This is an optimization exercise on Yosys and OpenROAD, whose aim is small area, a short achievable clock period and few clock cycles per item, not a production implementation.
Where RTL was checked, it was by simulation tests only, not by an equivalence proof against the original.
The RTL of runs 1 and 2 was laid out without a check of its function.
Power figures rest on the tool's default switching activity, not on a simulated workload.

===== flow/run.sh =====
#!/bin/bash
# synth_recipe.tcl (not shown) runs the flow's synth.tcl, then flattens the netlist and writes it again
# the make line also repeats each setting of config.mk as NAME=value (left out here)
make -C /OpenROAD-flow-scripts/flow DESIGN_CONFIG=/design/flow/config.mk WORK_HOME=/design/flow/orfs CLKGATE_MAP_FILE= SYNTH_SCRIPT=/design/flow/synth_recipe.tcl finish

===== flow/config.mk =====
export PLATFORM = sky130hd
export DESIGN_NAME = rect_edge_conditional_median_unit
export DESIGN_NICKNAME = rect_edge_conditional_median_unit
export VERILOG_FILES = /design/flow/design.v
export SDC_FILE = /design/flow/constraint.sdc
export NUM_CORES = 4
export LEC_CHECK = 0
export CAP_MARGIN = 20
export CORE_MARGIN = 2
export CORE_UTILIZATION = 40
export SETUP_SLACK_MARGIN = 2.3
export SLEW_MARGIN = 20

===== flow/constraint.sdc =====
create_clock -name core_clock -period 4.5 [get_ports {clk}]
set_input_delay 0.9000 -clock core_clock [delete_from_list [all_inputs] [get_ports {clk}]]
set_output_delay 0.9000 -clock core_clock [all_outputs]
set_load 0.01 [all_outputs]

===== flow/design.v =====
`default_nettype none
package recm_pkg;
  localparam int IMAGE_SIDE   = 64;
  localparam int FRAME_PIXELS = IMAGE_SIDE * IMAGE_SIDE;
  localparam int LAG          = IMAGE_SIDE + 1;
  localparam int ADV_LAST     = FRAME_PIXELS + IMAGE_SIDE;
  localparam int PIX_W        = 8;
  localparam int CORNER_W     = 6;
  localparam int LEN_W        = 7;
  localparam int CFG_IDX_W    = 3;
  localparam int OQ_DEPTH     = 7;
  typedef logic [PIX_W-1:0] pix_t;
endpackage
`default_nettype wire
`default_nettype none
function automatic logic recm_gt(input logic [7:0] a, input logic [7:0] b);
  logic [7:0] g;
  logic [7:0] e;
  logic [3:0] g2;
  logic [3:0] e2;
  logic [1:0] g4;
  logic [1:0] e4;
  g = a & ~b;
  e = ~(a ^ b);
  for (int i = 0; i < 4; i++) begin
    g2[i] = g[2*i+1] | (e[2*i+1] & g[2*i]);
    e2[i] = e[2*i+1] & e[2*i];
  end
  for (int i = 0; i < 2; i++) begin
    g4[i] = g2[2*i+1] | (e2[2*i+1] & g2[2*i]);
    e4[i] = e2[2*i+1] & e2[2*i];
  end
  recm_gt = g4[1] | (e4[1] & g4[0]);
endfunction
module recm_pair (
  input  wire logic [7:0] a,
  input  wire logic [7:0] b,
  output logic [7:0]      lo,
  output logic [7:0]      hi
);
  always_comb begin
    if (recm_gt(a, b)) begin
      lo = b;
      hi = a;
    end else begin
      lo = a;
      hi = b;
    end
  end
endmodule
module recm_col3 (
  input  wire logic [7:0] plo,
  input  wire logic [7:0] phi,
  input  wire logic [7:0] m,
  output logic [7:0]      lo,
  output logic [7:0]      mid,
  output logic [7:0]      hi
);
  logic below;
  logic above;
  assign below = recm_gt(plo, m);
  assign above = recm_gt(m, phi);
  assign lo  = below ? m : plo;
  assign hi  = above ? m : phi;
  assign mid = below ? plo : (above ? phi : m);
endmodule
module recm_med3 (
  input  wire logic [7:0] a,
  input  wire logic [7:0] b,
  input  wire logic [7:0] c,
  output logic [7:0]      y
);
  logic ab;
  logic ac;
  logic bc;
  assign ab = recm_gt(a, b);
  assign ac = recm_gt(a, c);
  assign bc = recm_gt(b, c);
  always_comb begin
    if (ab == ac) begin
      y = (ab == bc) ? b : c;
    end else begin
      y = a;
    end
  end
endmodule
module recm_clamp (
  input  wire logic [7:0] x,
  input  wire logic [7:0] lo,
  input  wire logic [7:0] hi,
  output logic [7:0]      y
);
  assign y = recm_gt(lo, x) ? lo : (recm_gt(x, hi) ? hi : x);
endmodule
`default_nettype wire
`default_nettype none
module rect_edge_conditional_median_unit (
  input  wire logic                              clk,
  input  wire logic                              rst,
  input  wire logic                              push,
  input  wire logic                              mode,
  input  wire logic [recm_pkg::PIX_W-1:0]        pixel_in,
  output logic                                   full,
  output logic                                   empty,
  input  wire logic                              pop,
  output logic [recm_pkg::PIX_W-1:0]             pixel_out,
  output logic                                   frame_last,
  input  wire logic                              cfg_write,
  input  wire logic [recm_pkg::CFG_IDX_W-1:0]    cfg_index,
  input  wire logic [recm_pkg::PIX_W-1:0]        cfg_data
);
  localparam int D = recm_pkg::OQ_DEPTH;
  logic [5:0] cfg_left;
  logic [5:0] cfg_top;
  logic [6:0] cfg_width;
  logic [6:0] cfg_height;
  logic [7:0] cfg_mean;
  always_ff @(posedge clk) begin
    if (rst) begin
      cfg_left   <= '0;
      cfg_top    <= '0;
      cfg_width  <= '0;
      cfg_height <= '0;
      cfg_mean   <= '0;
    end else if (cfg_write) begin
      case (cfg_index)
        3'd0: cfg_left   <= cfg_data[5:0];
        3'd1: cfg_top    <= cfg_data[5:0];
        3'd2: cfg_width  <= cfg_data[6:0];
        3'd3: cfg_height <= cfg_data[6:0];
        3'd4: cfg_mean   <= cfg_data;
        default: begin
        end
      endcase
    end
  end
  logic       full_r;
  logic       acc_r;
  logic       mode_r;
  logic [7:0] pix_r;
  always_ff @(posedge clk) begin
    acc_r  <= push && !full_r && !rst;
    mode_r <= mode;
    pix_r  <= pixel_in;
  end
  logic [12:0] apos;
  logic        hres;       
  logic [11:0] qpos;       
  logic        adv;
  logic        rb;
  assign adv = acc_r && (mode_r == apos[12]);
  assign rb  = adv && hres;
  always_ff @(posedge clk) begin
    if (rst) begin
      apos <= '0;
      hres <= 1'b0;
      qpos <= '0;
    end else begin
      if (adv) begin
        if (apos == 13'(recm_pkg::ADV_LAST)) begin
          apos <= '0;
          hres <= 1'b0;
        end else begin
          apos <= apos + 13'd1;
          if (apos == 13'(recm_pkg::LAG - 1)) begin
            hres <= 1'b1;
          end
        end
      end
      if (rb) begin
        qpos <= qpos + 12'd1;
      end
    end
  end
  logic [7:0] R [1:65];
  always_ff @(posedge clk) begin
    if (adv) begin
      R[1] <= pix_r;
      for (int k = 2; k <= 65; k++) begin
        R[k] <= R[k-1];
      end
    end
  end
  logic [7:0] F [0:62];
  logic [7:0] res;
  logic       p1_v;
  logic       p2_v;
  logic       p3_v;
  always_ff @(posedge clk) begin
    if (p3_v) begin
      F[0] <= res;
      for (int j = 1; j <= 62; j++) begin
        F[j] <= F[j-1];
      end
    end
  end
  logic [1:0] k_infl;
  logic [7:0] t2;
  logic [7:0] tr1;
  logic [7:0] tr0;
  assign k_infl = 2'(p1_v) + 2'(p2_v) + 2'(p3_v);
  always_comb begin
    case (k_infl)
      2'd0:    t2 = F[62];
      2'd1:    t2 = F[61];
      2'd2:    t2 = F[60];
      default: t2 = F[59];
    endcase
  end
  always_ff @(posedge clk) begin
    if (adv) begin
      tr1 <= t2;
      tr0 <= tr1;
    end
  end
  function automatic logic on_edge(input logic [5:0] v, input logic [5:0] s,
                                   input logic [6:0] l);
    logic [8:0] vv;
    logic [8:0] sv;
    logic [8:0] far;
    vv  = 9'(v);
    sv  = 9'(s);
    far = sv + 9'(l);
    on_edge = (vv == sv) || (vv == sv + 9'd1) ||
              (vv == far - 9'd1) || (vv == far - 9'd2);
  endfunction
  logic [5:0] q_row;
  logic [5:0] q_col;
  logic       in_band;
  assign q_row   = qpos[11:6];
  assign q_col   = qpos[5:0];
  assign in_band = (q_row != 6'd0) && (q_row != 6'd63) &&
                   (q_col != 6'd0) && (q_col != 6'd63) &&
                   (on_edge(q_row, cfg_top, cfg_height) ||
                    on_edge(q_col, cfg_left, cfg_width));
  logic [7:0] c0_lo, c0_hi, c1_lo, c1_hi, c2_lo, c2_hi;
  logic [7:0] p1_c0lo, p1_c0hi, p1_c1lo, p1_c1hi, p1_c2lo, p1_c2hi;
  logic [7:0] p1_m1, p1_m2;
  logic       p1_band;
  recm_pair u_pc0 (.a(tr0), .b(R[2]),  .lo(c0_lo), .hi(c0_hi));
  recm_pair u_pc1 (.a(tr1), .b(R[1]),  .lo(c1_lo), .hi(c1_hi));
  recm_pair u_pc2 (.a(t2),  .b(pix_r), .lo(c2_lo), .hi(c2_hi));
  always_ff @(posedge clk) begin
    p1_c0lo <= c0_lo;
    p1_c0hi <= c0_hi;
    p1_c1lo <= c1_lo;
    p1_c1hi <= c1_hi;
    p1_c2lo <= c2_lo;
    p1_c2hi <= c2_hi;
    p1_m1   <= R[65];
    p1_m2   <= R[64];
    p1_band <= in_band;
  end
  logic [7:0] a1, m1, h1, a2, m2, h2;
  logic [7:0] s_lo, s_hi;
  logic [7:0] p2_a0, p2_h0, p2_A, p2_C, p2_s, p2_t, p2_c;
  logic       p2_filt;
  recm_col3 u_col1 (.plo(p1_c1lo), .phi(p1_c1hi), .m(p1_m1), .lo(a1), .mid(m1), .hi(h1));
  recm_col3 u_col2 (.plo(p1_c2lo), .phi(p1_c2hi), .m(p1_m2), .lo(a2), .mid(m2), .hi(h2));
  recm_pair u_pm   (.a(m1), .b(m2), .lo(s_lo), .hi(s_hi));
  always_ff @(posedge clk) begin
    p2_a0   <= p1_c0lo;
    p2_h0   <= p1_c0hi;
    p2_A    <= recm_gt(a1, a2) ? a1 : a2;
    p2_C    <= recm_gt(h2, h1) ? h1 : h2;
    p2_s    <= s_lo;
    p2_t    <= s_hi;
    p2_c    <= p1_m1;
    p2_filt <= p1_band && recm_gt(p1_m1, cfg_mean);
  end
  logic [7:0] x1, y1, x2, y2, a4, a5;
  logic [7:0] p3_lo, p3_hi;
  recm_clamp u_x1 (.x(p2_a0), .lo(p2_s), .hi(p2_t), .y(x1));
  recm_clamp u_y2 (.x(p2_h0), .lo(p2_s), .hi(p2_t), .y(y2));
  assign y1 = recm_gt(p2_C, p2_h0) ? p2_h0 : p2_C;
  assign x2 = recm_gt(p2_a0, p2_A) ? p2_a0 : p2_A;
  recm_med3 u_a4 (.a(p2_A), .b(x1), .c(y1), .y(a4));
  recm_med3 u_a5 (.a(x2), .b(y2), .c(p2_C), .y(a5));
  always_ff @(posedge clk) begin
    p3_lo <= p2_filt ? a4 : p2_c;
    p3_hi <= p2_filt ? a5 : p2_c;
  end
  recm_clamp u_res (.x(F[0]), .lo(p3_lo), .hi(p3_hi), .y(res));
  always_ff @(posedge clk) begin
    if (rst) begin
      p1_v <= 1'b0;
      p2_v <= 1'b0;
      p3_v <= 1'b0;
    end else begin
      p1_v <= rb;
      p2_v <= p1_v;
      p3_v <= p2_v;
    end
  end
  logic [2:0]  pend;
  logic        out_v;
  logic [7:0]  out_pix;
  logic        out_last;
  logic [11:0] opos;
  logic        load;
  logic        pop_ok;
  logic [7:0]  oldest;
  assign pop_ok = pop && out_v;
  assign load   = (pend != 3'd0) && (!out_v || pop);
  always_comb begin
    case (pend)
      3'd1:    oldest = F[0];
      3'd2:    oldest = F[1];
      3'd3:    oldest = F[2];
      3'd4:    oldest = F[3];
      3'd5:    oldest = F[4];
      3'd6:    oldest = F[5];
      default: oldest = F[6];
    endcase
  end
  always_ff @(posedge clk) begin
    if (rst) begin
      pend  <= '0;
      out_v <= 1'b0;
      opos  <= '0;
    end else begin
      pend  <= pend + 3'(p3_v) - 3'(load);
      out_v <= load || (out_v && !pop);
      if (load) begin
        opos <= opos + 12'd1;
      end
    end
  end
  always_ff @(posedge clk) begin
    if (load) begin
      out_pix  <= oldest;
      out_last <= (opos == 12'hfff);
    end
  end
  assign empty      = !out_v;
  assign pixel_out  = out_pix;
  assign frame_last = out_last;
  logic [3:0] owed;
  logic [3:0] owed_next;
  logic       nores;
  assign nores     = acc_r && !rb;
  assign owed_next = owed + 4'(push && !full_r) - 4'(pop_ok) - 4'(nores);
  always_ff @(posedge clk) begin
    if (rst) begin
      owed   <= '0;
      full_r <= 1'b0;
    end else begin
      owed   <= owed_next;
      full_r <= (owed_next >= 4'(D + 1));
    end
  end
  assign full = full_r;
endmodule
`default_nettype wire

==> reports/results.txt, run 1 <==
Max_cap viols -> 0
Die area -> 0.1208 mm²
Synthesized netlist net count -> 3103
Crit path top cell by count -> buf_4
Port Buffer Count -> 35
Mapped Cells -> 2877
Fin Clk Skew -> 0.05540 ns
TNS Setup -> 0 ns
Synth area leader -> edfxtp_1
Hold Vio Cnt, Final -> 0
Routed via count -> 24410
Worst R2R Path Depth -> 18
M1 GR Usage -> 21.35%
Total grt overflow -> 0
Tot GR Track Use -> 14.59%
Initial antenna violation count -> 0
Layout cell share with drive strength beyond 1 -> 27.87%
Synth Warn # -> 9
Hold path cells -> 0
CP peak stage delay -> 0.37 ns
Final nets -> 3467
Clock root buffer master -> clkbuf_16
Min Tclk post-route -> 3.825 ns
Die Ht -> 347.6 µm
Post-Syn Area -> 0.04723 mm²
Clock H-tree levels -> 3
Count of cell types in the netlist -> 79
Family with the most delay on the worst path -> compound AO/OA/AOI/OAI gates
Met2 GRT Util -> 21.96%
Pre-CTS setup slack -> 0.2650 ns
Seq cells post-synth -> 1280
Syn Area/Cell -> 16.42 µm²
Worst Tran Pin Value -> 0.8668 ns
Clock Sinks -> 1280
Total core area -> 0.1176 mm²
Fmax achieved -> 261.4 MHz
Clock buffer depth -> 3
RSZ-0062 raised after global routing -> yes
Status -> finished clean
DRC viols -> 0
# hold bufs at CTS -> 0
Peak supply drop -> 0.3908 mV
Register area share after synthesis -> 76.49%
Cell Count, Final, Fillers Out -> 4884
Synth Flop Type -> edfxtp_1
Worst Path Arrival -> 4.41 ns
Worst-path clk slew -> 0.07 ns
Power Dens Cells -> 527.7 mW/mm²
Fillers -> 9571
Final setup fails -> 0
Number of flops mapped to enable cells by yosys -> 1049
Synth area leaders -> edfxtp_1 67%, dfxtp_1 9.8%, ha_1 5.2%
Critical Path Stages -> 18
Final Slew Violations -> 0
Tcrit/Tclk final -> 85.00%
Cells after DPL -> 4446
Vias in the first global route -> 23930
Vias per inst -> 4.999
Area Overhead vs Synth -> 24.20%
Final ANT Viol Nets -> 0
Num ports -> 36
Dpl hpwl -> 52.10 mm
Worst slew margin -> 42.13%
TritonRoute pass-1 iters -> 8
Ant diodes -> 0
Hold Path Class -> reg -> reg
TritonCTS clock tree -> yes
Setup Crit Path Kind -> reg -> reg
Largest net degree at the start of global routing -> 95
Final worst slack -> 0.6749 ns
DRT iter0 DRCs -> 2031
Cts bufs inserted -> 121
Synth async-reset ratio -> 0%
Worst-Skew Late Latency -> 0.74 ns
Routed length per instance -> 18.55 µm
Worst path required time -> 5.09 ns
Starting Density -> 40.16%
Crit. End Element -> flip-flop
Share of the synthesized area in the top cell type -> 66.70%
Critical-path cell list -> inv_1 -> ha_4 -> nand4b_1 -> a211oi_2 -> nor3_4 -> buf_4 -> buf_4 -> mux2i_4 -> o21ai_1 -> buf_4 -> ha_1 -> and4_1 -> a221oi_2 -> o21a_1 -> nand2_2 -> o22ai_4 -> a221oi_4 -> a21o_1
Cell leakage power -> 20.61 nW
Startpoint Class -> flip-flop
CP Max Fanout -> 6
Row count -> 126
CP bufs+invs -> 4
First-pass GRT wire length -> 138.2 mm
Pwr Total -> 30.95 mW
Chip Width -> 347.6 µm
Routability Congestion -> 0.8835
Final WL -> 90.61 mm
Critical path's slowest cell -> dfxtp_4
Top Usage Layer GRT -> met2
Met3 GRT Util -> 2.640%
==> metrics by stage <==
stage	hold WS [ns]	instance area (µm²)	util (%)
floorplan	0.3096	47490	-
global placement	0.3147	49970	42.49
global route	0.3035	58660	49.87
finish	0.3103	58660	49.87
detailed placement	0.3138	49970	42.49
CTS	0.3037	57050	48.51
==> where the power goes <==
group	total, mW	internal [mW]	leakage, nW	switching [mW]
clock	10.4	5.92	2.02	4.52
sequential	13.7	13.3	11.1	0.424
combinational	6.80	3.23	7.53	3.57
total	31.0	22.4	20.6	8.51
==> area by class of cell <==
| cell class | count | area, µm² | area share (%) |
|---|---|---|---|
| Inverter | 180 | 726.9 | 1.239 |
| Clock buffer | 156 | 3283 | 5.597 |
| Clock inverter | 74 | 877.1 | 1.495 |
| Tap cell | 1536 | 1922 | 3.276 |
| Sequential cell | 1280 | 36260 | 61.82 |
| Timing Repair inverter | 5 | 73.82 | 0.1259 |
| Timing Repair Buffer | 288 | 2878 | 4.906 |
| Multi-Input combinational cell | 1365 | 12630 | 21.54 |
==> timing repair <==
action / in CTS / in global routing
pin swaps: 148 / 129
gates resized for setup: 490 / 219
cloned: 18 / 5
endpoints found under the setup margin: 843 / 584
setup buffers: 129 / 56
==> layout by cell type (no fill, tap or decap), types with 15 or more instances in the layout <==
master           count
a21oi_1             69
edfxtp_1          1049
dfxtp_2             34
clkbuf_16          129
clkdlybuf4s50_1     22
xor2_1              38
xnor2_1             33
nor3_1              15
nand4_1             28
mux2_4              48
inv_2               25
buf_4              160
o211ai_1            17
nand2b_1            20
clkinv_2            22
inv_1              146
o21ai_2             16
dfxtp_4             25
ha_4                49
mux2i_2             15
nor2_1             143
o21a_1              15
nor2_2              15
clkbuf_1            26
nor2b_1             24
a31oi_1             16
dfxtp_1            172
a21oi_4             24
o21ai_0             41
a21o_1              50
mux2i_1             76
a21oi_2             53
buf_6               66
ha_1               139
nand3_1             40
o21ai_1             30
nand2_1             83
==> synth_stat cells (8+ instances only) <==
master    count
nand2_1      97
nand3_1      46
o31ai_1      12
inv_1       176
a211oi_1      9
mux2i_1     102
o21a_1       17
a21oi_1     146
mux2_2       52
clkbuf_1     46
and3_1       16
nor2_1      171
nand2b_1     21
edfxtp_1   1049
ha_1        195
buf_1         8
o22ai_1       9
xnor2_1      44
nor2b_1      28
o211ai_1     17
dfxtp_1     231
mux4_2       10
nor3_1       20
o21ai_0      85
and2_1        8
nand4_1      28
xor2_1       41
a21o_1       51
a31oi_1      17
==> kinds of logic (layout without fill, tap and decap cells) <==
kind of cell | after synthesis | after routing | synth area share [%]
flops | 1280 | 1280 | 76.49
simple gates | 469 | 469 | 4.732
compound gates | 441 | 445 | 5.979
buf+inv | 236 | 703 | 1.892
fa+ha+maj | 201 | 201 | 5.420
mux | 164 | 164 | 3.878
xor+xnor | 86 | 86 | 1.611
==> sequential cells by signal, summed over array words and instances (netlist names), 12 cells and up <==
register and flops:
opos 12, R 520, F 504, qpos 12, apos 13
==> layer usage <==
layer / up-vias / routed length [µm]
li1: 11570 / -
met1: 12130 / 42700
met2: 515 / 40880
met3: 195 / 3955
met4: 0 / 3077
met5: - / 0
==> path summary, 6_finish.rpt <==
path                                          from          endpoint  slack (ns)
worst max-delay path               p2_t[2]$_DFF_P_  p3_hi[5]$_DFF_P_        0.67
worst min-delay path            p1_c0lo[6]$_DFF_P_  p2_a0[6]$_DFF_P_        0.31
worst max register to register     p2_t[2]$_DFF_P_  p3_hi[5]$_DFF_P_        0.67
worst min register to register  p1_c0lo[6]$_DFF_P_  p2_a0[6]$_DFF_P_        0.31
==> run 2, diff against run 1 <==
--- a/flow/config.mk
+++ b/flow/config.mk
@@ -7,2 +7,3 @@
 export LEC_CHECK = 0
+export ABC_CLOCK_PERIOD_IN_PS = 2000
 export CAP_MARGIN = 20
==> run 2 against run 1 <==
Critical path depth unchanged. Die area did not move. Largest power group unchanged. Worst setup slack unchanged. Non-clock buffer count stayed put. Combinational power about the same. Worst hold slack unchanged. Utilization is the same. Design area is the same. Global-route usage unchanged. Flip-flop and latch count unchanged. Clock power barely moved. Sequential share of layout area did not move.
==> reports/results.txt, run 2 <==
Status -> finished clean
Critical-path cell list -> inv_1 -> ha_4 -> nand4b_1 -> a211oi_2 -> nor3_4 -> buf_4 -> buf_4 -> mux2i_4 -> o21ai_1 -> buf_4 -> ha_1 -> and4_1 -> a221oi_2 -> o21a_1 -> nand2_2 -> o22ai_4 -> a221oi_4 -> a21o_1
DRT iter0 DRCs -> 2031
Worst Tran Pin Value -> 0.8668 ns
Cells after DPL -> 4446
Total grt overflow -> 0
Routed length per instance -> 18.55 µm
Power Dens Cells -> 527.7 mW/mm²
Top Registers -> R (520), F (504), apos (13)
Setup Crit Path Kind -> reg -> reg
Chip Width -> 347.6 µm
Most frequent cells in the layout -> 1049 x edfxtp_1, 172 x dfxtp_1, 160 x buf_4
DRC viols -> 0
Register cell area after layout -> 0.03626 mm²
Largest net degree at the start of global routing -> 95
Max_cap viols -> 0
Syn Area/Cell -> 16.42 µm²
Commonest non-fill, non-tap cell in the layout -> edfxtp_1
Worst slew margin -> 42.13%
Area Overhead vs Synth -> 24.20%
Top Usage Layer GRT -> met2
Clock H-tree levels -> 3
Commonest cells post-synth -> 1049 x edfxtp_1, 231 x dfxtp_1, 195 x ha_1
Final setup fails -> 0
Row count -> 126
Clock root buffer master -> clkbuf_16
Synth area leader -> edfxtp_1
Final ANT Viol Nets -> 0
Vias in the first global route -> 23930
Final WL -> 90.61 mm
Min Tclk post-route -> 3.825 ns
Mapped Cells -> 2877
CP bufs+invs -> 4
CP peak stage delay -> 0.37 ns
Synth area leaders -> edfxtp_1 67%, dfxtp_1 9.8%, ha_1 5.2%
Critical path's slowest cell -> dfxtp_4
Die area -> 0.1208 mm²
Most frequent cell after synthesis -> edfxtp_1
Hold Vio Cnt, Final -> 0
Register area share after synthesis -> 76.49%
Cts bufs inserted -> 121
Worst Path Arrival -> 4.41 ns
Dpl hpwl -> 52.10 mm
Cell leakage power -> 20.61 nW
Startpoint Class -> flip-flop
Final nets -> 3467
Peak supply drop -> 0.3908 mV
Family with the most delay on the worst path -> compound AO/OA/AOI/OAI gates
Post-Syn Area -> 0.04723 mm²
Worst path required time -> 5.09 ns
Final Slew Violations -> 0
Number of flops mapped to enable cells by yosys -> 1049
M1 GR Usage -> 21.35%
Multi-input logic area -> 0.01263 mm²
Worst-path clk slew -> 0.07 ns
Synth async-reset ratio -> 0%
Die Ht -> 347.6 µm
Share of the synthesized area in the top cell type -> 66.70%
Util after Layout -> 49.87%
Clock buffer depth -> 3
Synthesized netlist net count -> 3103
Largest register FFs -> 520
Cell Count, Final, Fillers Out -> 4884
Tcrit/Tclk final -> 85.00%
Total core area -> 0.1176 mm²
Routed via count -> 24410
Fin Clk Skew -> 0.05540 ns
Seq cells post-synth -> 1280
Dpl cell area -> 0.04997 mm²
Starting Density -> 40.16%
Crit. End Element -> flip-flop
TritonRoute pass-1 iters -> 8
Vias per inst -> 4.999
Clock Sinks -> 1280
Synth Flop Type -> edfxtp_1
Num ports -> 36
Hold Path Class -> reg -> reg
Tot GR Track Use -> 14.59%
Met3 GRT Util -> 2.640%
Routability Congestion -> 0.8835
Worst-Skew Late Latency -> 0.74 ns
Met2 GRT Util -> 21.96%
Port Buffer Count -> 35
Reg with most FFs -> R
RSZ-0062 raised after global routing -> yes
Ant diodes -> 0
Layout cell share with drive strength beyond 1 -> 27.87%
Synth Warn # -> 9
First-pass GRT wire length -> 138.2 mm
Fillers -> 9571
Final instance area -> 0.05866 mm²
Pwr Total -> 30.95 mW
Count of cell types in the netlist -> 79
Initial antenna violation count -> 0
Fmax achieved -> 261.4 MHz
Crit path top cell by count -> buf_4
TritonCTS clock tree -> yes
CP Max Fanout -> 6
-- run 2: cell counts after synthesis --
Identical to the previous run, type by type.
-- run 2: logic make-up (layout without fill, tap and decap cells) --
kind of cell | count (synthesis) | after routing | share of synthesized area [%]
adder cells (fa/ha/maj) | 201 | 201 | 5.420
AO/OA/AOI/OAI | 441 | 445 | 5.979
AND/OR/NAND/NOR | 469 | 469 | 4.732
XOR/XNOR | 86 | 86 | 1.611
flip-flops | 1280 | 1280 | 76.49
multiplexers | 164 | 164 | 3.878
buffers and inverters | 236 | 703 | 1.892
-- run 2: what timing repair did --
item	4_1_cts	5_1_grt
hold buffers	0	0
buffers inserted	129	56
setup endpoints to repair	843	584
resized for setup	490	219
pin swaps	148	129
cloned	18	5
-- run 2: per-layer routing --
layer,vias to the layer above,share of wire (%)
met3,195,4.4
met4,0,3.4
met2,515,45
met1,12130,47
li1,11570,-
met5,-,0
-- run 2: final timing paths --
path | endpoint | start | slack [ns] | cells after the start
min | p2_a0[6]$_DFF_P_ | p1_c0lo[6]$_DFF_P_ | 0.31 | 0
max reg2reg | p3_hi[5]$_DFF_P_ | p2_t[2]$_DFF_P_ | 0.67 | 18
max | p3_hi[5]$_DFF_P_ | p2_t[2]$_DFF_P_ | 0.67 | 18
min reg2reg | p2_a0[6]$_DFF_P_ | p1_c0lo[6]$_DFF_P_ | 0.31 | 0
-- run 2: layout make-up --
class,instances,area share (%)
Sequential cell,1280,61.82
Inverter,180,1.239
Multi-Input combinational cell,1365,21.54
Timing Repair Buffer,288,4.906
Clock buffer,156,5.597
Clock inverter,74,1.495
Tap cell,1536,3.276
Timing Repair inverter,5,0.1259
-- run 2: power breakdown --
part | switching (mW) | leakage (nW) | internal, mW
clock network | 4.52 | 2.02 | 5.92
registers | 0.424 | 11.1 | 13.3
logic | 3.57 | 7.53 | 3.23
-- run 2: per-stage QoR --
step	setup TNS (ns)	worst slack (ns)	hold WS [ns]
after floorplan	-42.60	-2.083	0.3096
after global placement	0	0.3261	0.3147
after detailed placement	0	0.2650	0.3138
after CTS	0	0.7589	0.3037
after global routing	0	0.5189	0.3035
final	0	0.6749	0.3103
==> run 3, diff against run 2 <==
--- a/flow/design.v
+++ b/flow/design.v
@@ -15,21 +15,2 @@
 `default_nettype none
-function automatic logic recm_gt(input logic [7:0] a, input logic [7:0] b);
-  logic [7:0] g;
-  logic [7:0] e;
-  logic [3:0] g2;
-  logic [3:0] e2;
-  logic [1:0] g4;
-  logic [1:0] e4;
-  g = a & ~b;
-  e = ~(a ^ b);
-  for (int i = 0; i < 4; i++) begin
-    g2[i] = g[2*i+1] | (e[2*i+1] & g[2*i]);
-    e2[i] = e[2*i+1] & e[2*i];
-  end
-  for (int i = 0; i < 2; i++) begin
-    g4[i] = g2[2*i+1] | (e2[2*i+1] & g2[2*i]);
-    e4[i] = e2[2*i+1] & e2[2*i];
-  end
-  recm_gt = g4[1] | (e4[1] & g4[0]);
-endfunction
 module recm_pair (
@@ -41,3 +22,3 @@
   always_comb begin
-    if (recm_gt(a, b)) begin
+    if (a > b) begin
       lo = b;
@@ -60,4 +41,4 @@
   logic above;
-  assign below = recm_gt(plo, m);
-  assign above = recm_gt(m, phi);
+  assign below = m < plo;
+  assign above = m > phi;
   assign lo  = below ? m : plo;
@@ -75,5 +56,5 @@
   logic bc;
-  assign ab = recm_gt(a, b);
-  assign ac = recm_gt(a, c);
-  assign bc = recm_gt(b, c);
+  assign ab = a > b;
+  assign ac = a > c;
+  assign bc = b > c;
   always_comb begin
@@ -92,3 +73,3 @@
 );
-  assign y = recm_gt(lo, x) ? lo : (recm_gt(x, hi) ? hi : x);
+  assign y = (x < lo) ? lo : ((x > hi) ? hi : x);
 endmodule
@@ -263,4 +244,4 @@
     p2_h0   <= p1_c0hi;
-    p2_A    <= recm_gt(a1, a2) ? a1 : a2;
-    p2_C    <= recm_gt(h2, h1) ? h1 : h2;
+    p2_A    <= (a1 > a2) ? a1 : a2;
+    p2_C    <= (h1 < h2) ? h1 : h2;
     p2_s    <= s_lo;
@@ -268,3 +249,3 @@
     p2_c    <= p1_m1;
-    p2_filt <= p1_band && recm_gt(p1_m1, cfg_mean);
+    p2_filt <= p1_band && (p1_m1 > cfg_mean);
   end
@@ -274,4 +255,4 @@
   recm_clamp u_y2 (.x(p2_h0), .lo(p2_s), .hi(p2_t), .y(y2));
-  assign y1 = recm_gt(p2_C, p2_h0) ? p2_h0 : p2_C;
-  assign x2 = recm_gt(p2_a0, p2_A) ? p2_a0 : p2_A;
+  assign y1 = (p2_h0 < p2_C) ? p2_h0 : p2_C;
+  assign x2 = (p2_a0 > p2_A) ? p2_a0 : p2_A;
   recm_med3 u_a4 (.a(p2_A), .b(x1), .c(y1), .y(a4));
--- a/flow/config.mk
+++ b/flow/config.mk
@@ -7,3 +7,2 @@
 export LEC_CHECK = 0
-export ABC_CLOCK_PERIOD_IN_PS = 2000
 export CAP_MARGIN = 20
@@ -11,3 +10,2 @@
 export CORE_UTILIZATION = 40
-export SETUP_SLACK_MARGIN = 2.3
 export SLEW_MARGIN = 20
==> run 3 against run 2 <==
Still clean on timing, DRC and antenna. Flip-flop and latch count stayed put. Die area is 1.0% higher. Register-to-register slack worse by 0.39 ns. First-iteration DRC count is 4.0% lower. Via count is 3.6% lower. Critical endpoint is now p3_hi[0]$_DFF_P_. Largest power group unchanged.
==> reports/results.txt, run 3 <==
Worst Tran Pin Value -> 1.030 ns
Routed via count -> 23540
Cell leakage power -> 19.35 nW
Synthesized netlist net count -> 3179
Chip Width -> 349.4 µm
Clock root buffer master -> clkbuf_16
Commonest cells post-synth -> 1049 x edfxtp_1, 231 x dfxtp_1, 213 x ha_1
Vias in the first global route -> 22810
Seq cells post-synth -> 1280
Fillers -> 10100
DRT iter0 DRCs -> 1949
Worst path required time -> 5.11 ns
First-pass GRT wire length -> 130.9 mm
Hold Path Class -> reg -> reg
RSZ-0062 raised after global routing -> no
Worst slew margin -> 30.98%
Util after Layout -> 46.39%
Fmax achieved -> 237.3 MHz
Clock buffer depth -> 3
DRC viols -> 0
CP Max Fanout -> 6
Hold Vio Cnt, Final -> 0
FF-to-FF setup slack -> 0.29 ns
Most frequent cells in the layout -> 1049 x edfxtp_1, 223 x dfxtp_1, 212 x ha_1
Cts bufs inserted -> 121
Final nets -> 3375
Number of flops mapped to enable cells by yosys -> 1049
Final WL -> 83.63 mm
Tcrit/Tclk final -> 93.64%
Port Buffer Count -> 35
Pre-CTS setup slack -> 0.003916 ns
Final worst slack -> 0.2862 ns
Share of the synthesized area in the top cell type -> 66.02%
Final ANT Viol Nets -> 0
TritonCTS clock tree -> yes
TritonRoute pass-1 iters -> 5
Starting Density -> 40.36%
Total grt overflow -> 0
TNS Setup -> 0 ns
Die area -> 0.1221 mm²
Mapped Cells -> 2935
Layout cell share with drive strength beyond 1 -> 12.70%
Synth Flop Type -> edfxtp_1
Final Slew Violations -> 0
Max_cap viols -> 0
Synth async-reset ratio -> 0%
Commonest non-fill, non-tap cell in the layout -> edfxtp_1
Peak supply drop -> 0.5153 mV
Worst Path Arrival -> 4.82 ns
Fin Clk Skew -> 0.07825 ns
Startpoint Class -> flip-flop
Vias per inst -> 4.931
Worst-Skew Late Latency -> 0.76 ns
Routability Congestion -> 0.8896
Reg with most FFs -> R
Largest net degree at the start of global routing -> 196
Most frequent cell after synthesis -> edfxtp_1
Crit. End Element -> flip-flop
Largest register FFs -> 520
Status -> finished clean
Area Overhead vs Synth -> 14.95%
Total core area -> 0.1182 mm²
Num ports -> 36
Row count -> 126
Hold_ws -> 0.2945 ns
Top Registers -> R (520), F (504), apos (13)
Post-Syn Area -> 0.04772 mm²
Synth Warn # -> 7
Setup Crit Path Kind -> reg -> reg
Tot GR Track Use -> 13.76%
Synth area leader -> edfxtp_1
Register area share after synthesis -> 75.71%
Clock Sinks -> 1280
Dpl hpwl -> 53.70 mm
Die Ht -> 349.4 µm
Count of cell types in the netlist -> 94
Worst-path clk slew -> 0.07 ns
Routed length per instance -> 17.52 µm
Min Tclk post-route -> 4.214 ns
Clock H-tree levels -> 3
Synth area leaders -> edfxtp_1 66%, dfxtp_1 9.7%, ha_1 5.6%
Final setup fails -> 0
Power Dens Cells -> 536.6 mW/mm²
Syn Area/Cell -> 16.26 µm²
Initial antenna violation count -> 2
run 3: cell count changes in the layout (fill, tap and decap cells not counted), sizes merged, moves of 12 or more:
cell | before | now
nand3 | 46 | 60
clkdlybuf4s50 | 22 | 34
ha | 195 | 213
buf | 258 | 99
nor2 | 172 | 203
clkbuf | 161 | 148
run 3: power breakdown:
part           switching [mW]  leakage [nW]  internal [mW]
logic                    3.16          6.36           2.43
registers               0.319          11.0           13.3
clock network            4.41          1.97           5.82
run 3: worst max-delay path, stage by stage (launching register included):
cell and delay, ns:
dfxtp_1 0.48, inv_1 0.08, ha_1 0.29, nand4_1 0.15, or2_1 0.29, o21ai_4 0.11, buf_4 0.18, mux2_2 0.40
ha_1 0.32, a21o_1 0.18, a21o_1 0.17, a311oi_1 0.28, o221ai_2 0.18, o211ai_4 0.12, buf_12 0.16, mux2i_4 0.29
nor2b_4 0.10, a221oi_2 0.28
run 3: timing repair:
| item | in CTS | in global routing |
|---|---|---|
| resized for setup | 0 | 20 |
| endpoints found under the setup margin | 0 | 39 |
| setup buffers | 0 | 4 |
| hold buffers | 0 | 0 |
| hold endpoints to repair | 0 | 0 |
run 3: per-layer routing:
layer  vias up  wire, µm  GRT usage, %  part of all wire, %
met5         -         0             0                    0
met4         0      1867         3.906                  2.2
met3       137      3133         2.674                  3.7
met2       385     36740         20.46                   44
met1     11600     41900         20.52                   50
li1      11420         -             -                    -
run 3: path summary, 6_finish.rpt:
check	cells after the start	end	start
hold / removal	0	p2_a0[4]$_DFF_P_	p1_c0lo[4]$_DFF_P_
setup / recovery	17	p3_hi[0]$_DFF_P_	p2_A[6]$_DFF_P_
setup reg to reg	17	p3_hi[0]$_DFF_P_	p2_A[6]$_DFF_P_
hold reg to reg	0	p2_a0[4]$_DFF_P_	p1_c0lo[4]$_DFF_P_
run 3: final cells by class:
cell class / instances / area, µm² / area share, %
antenna: 1 / 2.502 / 0.004562
clock buffer: 148 / 3179 / 5.797
clock inverter: 81 / 917.1 / 1.672
sequential: 1280 / 36140 / 65.89
multi-input combinational: 1421 / 10860 / 19.79
tap: 1536 / 1922 / 3.504
inverter: 174 / 656.9 / 1.198
timing repair buffer: 133 / 1176 / 2.144
run 3: through the flow:
| step | cells | area, µm² | power (mW) |
|---|---|---|---|
| after floorplan | 2935 | 47810 | 17.45 |
| after global placement | 4540 | 50600 | 19.11 |
| after detailed placement | 4540 | 50600 | 19.15 |
| after CTS | 4769 | 54700 | 29.52 |
| after global routing | 4773 | 54850 | 30.88 |
| final | 4774 | 54850 | 29.43 |
run 3: kinds of logic after synthesis:
group / after synthesis / share of synthesized area, %
mux: 147 / 3.446
simple gates: 512 / 5.126
xor+xnor: 92 / 1.728
buf+inv: 234 / 1.846
fa+ha+maj: 220 / 5.861
compound gates: 450 / 6.285
flops: 1280 / 75.71
Testbench counts of run 3, summed over its fixed seeds: cycles 33,312, items 32,768.

[re-timing with driven ports]
How much do the figures lean on ideal ports? The routed layouts below were timed once more, with nothing changed but the port constraints. Step 1 sets driving cells, clkbuf_16 on the clock port and buf_2 on the other inputs (assumed; they add their load-dependent delay and slew). Step 2 times the ports against the registers' clock, not the clock port: input delays grow and output delays shrink by t, the midpoint of the rising clock arrivals with the driver on. a / b / c = no drivers / after step 1 / after step 2; a / b = the first two.
run | shift t [ns] | setup WS [ns] | latest minus earliest clock arrival (ns) | worst data-port slew with drivers (ns)
run 1 | 0.776 | 0.675 / 0.675 / 0.675 | 0.057 / 0.057 | 0.09
run 2 | 0.776 | 0.675 / 0.675 / 0.675 | 0.057 / 0.057 | 0.09
run 3 | 0.795 | 0.286 / 0.286 / 0.286 | 0.102 / 0.103 | 0.06
After both steps setup and hold are still met in every run listed.
